What follows belongs to an exercise in optimizing a design on an open flow for small area and few clock cycles per item; a production flow would make more cautious choices.
In this exercise RTL edits were held to simulation tests only and were not proved equivalent to the original.

==> flow/design.v (excerpt) <==
module note_hue_to_rgb_colour (
	input  logic                          clk,
	input  logic                          arst_n,
	input  logic                          psel,
	input  logic                          penable,
	input  logic                          pwrite,
	input  logic [2:0]                    paddr,
	input  logic [31:0]                   pwdata,
	output logic [31:0]                   prdata,
	output logic                          pready,
	input  logic                          note_valid,
	output logic                          note_ready,
	input  logic [nhc_pkg::NOTE_W-1:0]    note_number,
	input  logic [nhc_pkg::CHAN_W-1:0]    saturation,
	input  logic [nhc_pkg::CHAN_W-1:0]    brightness,
	input  logic [nhc_pkg::CHAN_W-1:0]    opacity,
	output logic                          rgb_valid,
	input  logic                          rgb_ready,
	output logic [nhc_pkg::CHAN_W-1:0]    red,
	output logic [nhc_pkg::CHAN_W-1:0]    green,
	output logic [nhc_pkg::CHAN_W-1:0]    blue,
	output logic [nhc_pkg::CHAN_W-1:0]    alpha_out
);
Size in the first run: about 1,400 cells after synthesis, about 0.016 mm² of cells after synthesis.
make LEC_CHECK=0 CAP_MARGIN=20 CORE_MARGIN=2 CORE_UTILIZATION=40 SLEW_MARGIN=20 finish   # period 17.0 ns
run.sh (not shown) runs the stock make flow with config.mk's settings and CLKGATE_MAP_FILE= SYNTH_SCRIPT=/design/flow/synth_recipe.tcl, a recipe that flattens the netlist after the stock synthesis.
Testbench counts at the start, summed over its fixed seeds: cycles 16,448, items 16,384.
Change:
- CORE_UTILIZATION: 40 -> 70
- PLACE_DENSITY: not set -> 0.8
Outcome:
- via count climbs by about 4%
- routed wire length went up by 0.76%
- core utilization increases by 33 points
- cell area drops by about 1.2%
- worst setup slack loses 0.11 ns
- register-to-register slack got worse by 0.11 ns

---

Setup of job 4467:
note_hue_to_rgb_colour, a different RTL version from the one above (not shown whole).
Size in the first run: about 1200 cells after synthesis, about 140 I/O pins, about 15000 sq um of cells after synthesis.
// note_hue_to_rgb_colour
module note_hue_to_rgb_colour (
	input  logic                          clk,
	input  logic                          arst_n,
	input  logic                          psel,
	input  logic                          penable,
	input  logic                          pwrite,
	input  logic [2:0]                    paddr,
	input  logic [31:0]                   pwdata,
	output logic [31:0]                   prdata,
	output logic                          pready,
	input  logic                          note_valid,
	output logic                          note_ready,
	input  logic [nhc_pkg::NOTE_W-1:0]    note_number,
	input  logic [nhc_pkg::CHAN_W-1:0]    saturation,
	input  logic [nhc_pkg::CHAN_W-1:0]    brightness,
	input  logic [nhc_pkg::CHAN_W-1:0]    opacity,
	output logic                          rgb_valid,
	input  logic                          rgb_ready,
	output logic [nhc_pkg::CHAN_W-1:0]    red,
	output logic [nhc_pkg::CHAN_W-1:0]    green,
	output logic [nhc_pkg::CHAN_W-1:0]    blue,
	output logic [nhc_pkg::CHAN_W-1:0]    alpha_out
);
export LEC_CHECK = 0
export ABC_AREA = 1
export CAP_MARGIN = 20
export CORE_MARGIN = 2
export CORE_UTILIZATION = 40
export CTS_BUF_LIST = sky130_fd_sc_hd__clkbuf_8
export SLEW_MARGIN = 20
create_clock -name core_clock -period 17.0 [get_ports {clk}]
standard.sh (not shown) runs the stock make flow with config.mk's settings and CLKGATE_MAP_FILE= SYNTH_SCRIPT=/design/flow/synth_recipe.tcl, a recipe that flattens the netlist after the stock synthesis.
==> flow/flow/run.sh <==
#!/bin/bash
# Layout: the standard flow (standard.sh), with these changes
#  - synthesis: yosys synth without its early abc pass (SYNTH_ARGS=-noabc), so that the full
#    adders are extracted from the arithmetic as written, and the final abc mapping uses
#    flow/abc_small.script (area only). Registers are inferred and mapped as in the standard
#    synthesis, which also runs here; each register then takes the instance name the standard
#    synthesis gave the register driving the same net (flow/names.py).
#  - port buffers are buf_1 cells; clock tree without dummy loads; one tie cell per constant
# Each tool's output goes to a log in this folder.
set -euo pipefail
here=$(pwd)
res=orfs/results/sky130hd/note_hue_to_rgb_colour/base
# 1. the standard synthesis (register names)
bash standard.sh synth > standard_synth.log 2>&1
cp $res/1_2_yosys.v standard_1_2_yosys.v
# 2. our synthesis, in its own work folder
{ cat flow/synth.tcl; tail -n +2 synth_recipe.tcl; } > my_synth.tcl
sed -e "s#SYNTH_SCRIPT=[^ ]*#SYNTH_SCRIPT=$here/my_synth.tcl#" -e "s#WORK_HOME=[^ ]*#WORK_HOME=$here/orfs_my#" standard.sh > my_synth.sh
SYNTH_ARGS="-noabc" FLOW_ABC_SCRIPT="$here/flow/abc_small.script" bash my_synth.sh synth > my_synth.log 2>&1
python3 flow/names.py standard_1_2_yosys.v orfs_my/results/sky130hd/note_hue_to_rgb_colour/base/1_2_yosys.v our_1_2_yosys.v > names.log 2>&1
# 3. the rest of the standard flow on our netlist
cp our_1_2_yosys.v $res/1_2_yosys.v
rm -f $res/1_synth.odb $res/1_synth.sdc
touch $res/1_2_yosys.v
export BUFFER_PORTS_ARGS="-buffer_cell sky130_fd_sc_hd__buf_1"
export CTS_ARGS="-sink_clustering_enable -repair_clock_nets -buf_list sky130_fd_sc_hd__clkbuf_8 -dont_use_dummy_load -sink_clustering_size 25 -sink_clustering_max_diameter 80"
export SKIP_REPAIR_TIE_FANOUT=1
bash standard.sh > standard.log 2>&1
Other scripts of this flow, unchanged in this note and not shown: flow/flow/abc_small.script, flow/flow/names.py, flow/flow/synth.tcl
Testbench counts of job 4467, summed over its fixed seeds: cycles 16,448, items 16,384.
[inputs] job 9948 vs job 4467
- SLEW_MARGIN: 20 -> 5
- CAP_MARGIN: 20 -> 5
-- flow/flow/run.sh --
<<< job 4467, line 24
touch $res/1_2_yosys.v
export BUFFER_PORTS_ARGS="-buffer_cell sky130_fd_sc_hd__buf_1"
export CTS_ARGS="-sink_clustering_enable -repair_clock_nets -buf_list sky130_fd_sc_hd__clkbuf_8 -dont_use_dummy_load -sink_clustering_size 25 -sink_clustering_max_diameter 80"
export SKIP_REPAIR_TIE_FANOUT=1
bash standard.sh > standard.log 2>&1
>>> job 9948, line 24
touch $res/1_2_yosys.v
export BUFFER_PORTS_ARGS="-buffer_cell sky130_fd_sc_hd__buf_1"
export CTS_ARGS="-sink_clustering_enable -repair_clock_nets -buf_list sky130_fd_sc_hd__clkbuf_8 -dont_use_dummy_load"
export SKIP_REPAIR_TIE_FANOUT=1
bash standard.sh > standard.log 2>&1
--- outcome ---
Reported for job 4467 and job 9948, final-report hold violation count turned out identical to the last digit. Diff job 9948..job 4467 | setup slack after layout | unchanged. Global-route wire length before repair: job 9948 vs job 4467 identical. Between job 9948 and job 4467, the relative max-transition margin does not differ in any meaningful way. Diff job 4467..job 9948 | met1 usage in global routing | unchanged. Critical path buffer and inverter count: job 9948 vs job 4467 identical.

what the ideal ports hide:
The results above use ideal ports. As a check the final layouts listed here were re-extracted and re-timed, cells and wires unchanged. Step 1 sets driving cells, clkbuf_16 on the clock port and buf_2 on the other inputs (assumed; they add their load-dependent delay and slew). Step 2 times the ports against the registers' clock, not the clock port: input delays grow and output delays shrink by t, the midpoint of the rising clock arrivals with the driver on. a / b / c = ideal ports / drivers / drivers and shift; a / b = the first two.
run	shift t [ns]	slack for setup (ns)	worst register clock-pin slew, ns	worst slew at a driven data input, ns
the first run of note 1	0.487	0.836 / 0.836 / 0.742	0.07 / 0.07	0.04
the second run of note 1	0.486	0.726 / 0.726 / 0.640	0.09 / 0.09	0.05
job 4467	0.522	0.763 / 0.763 / 0.305	0.11 / 0.11	0.04
job 9948	0.522	0.763 / 0.763 / 0.305	0.11 / 0.11	0.04
After both steps setup and hold are still met in every run listed.
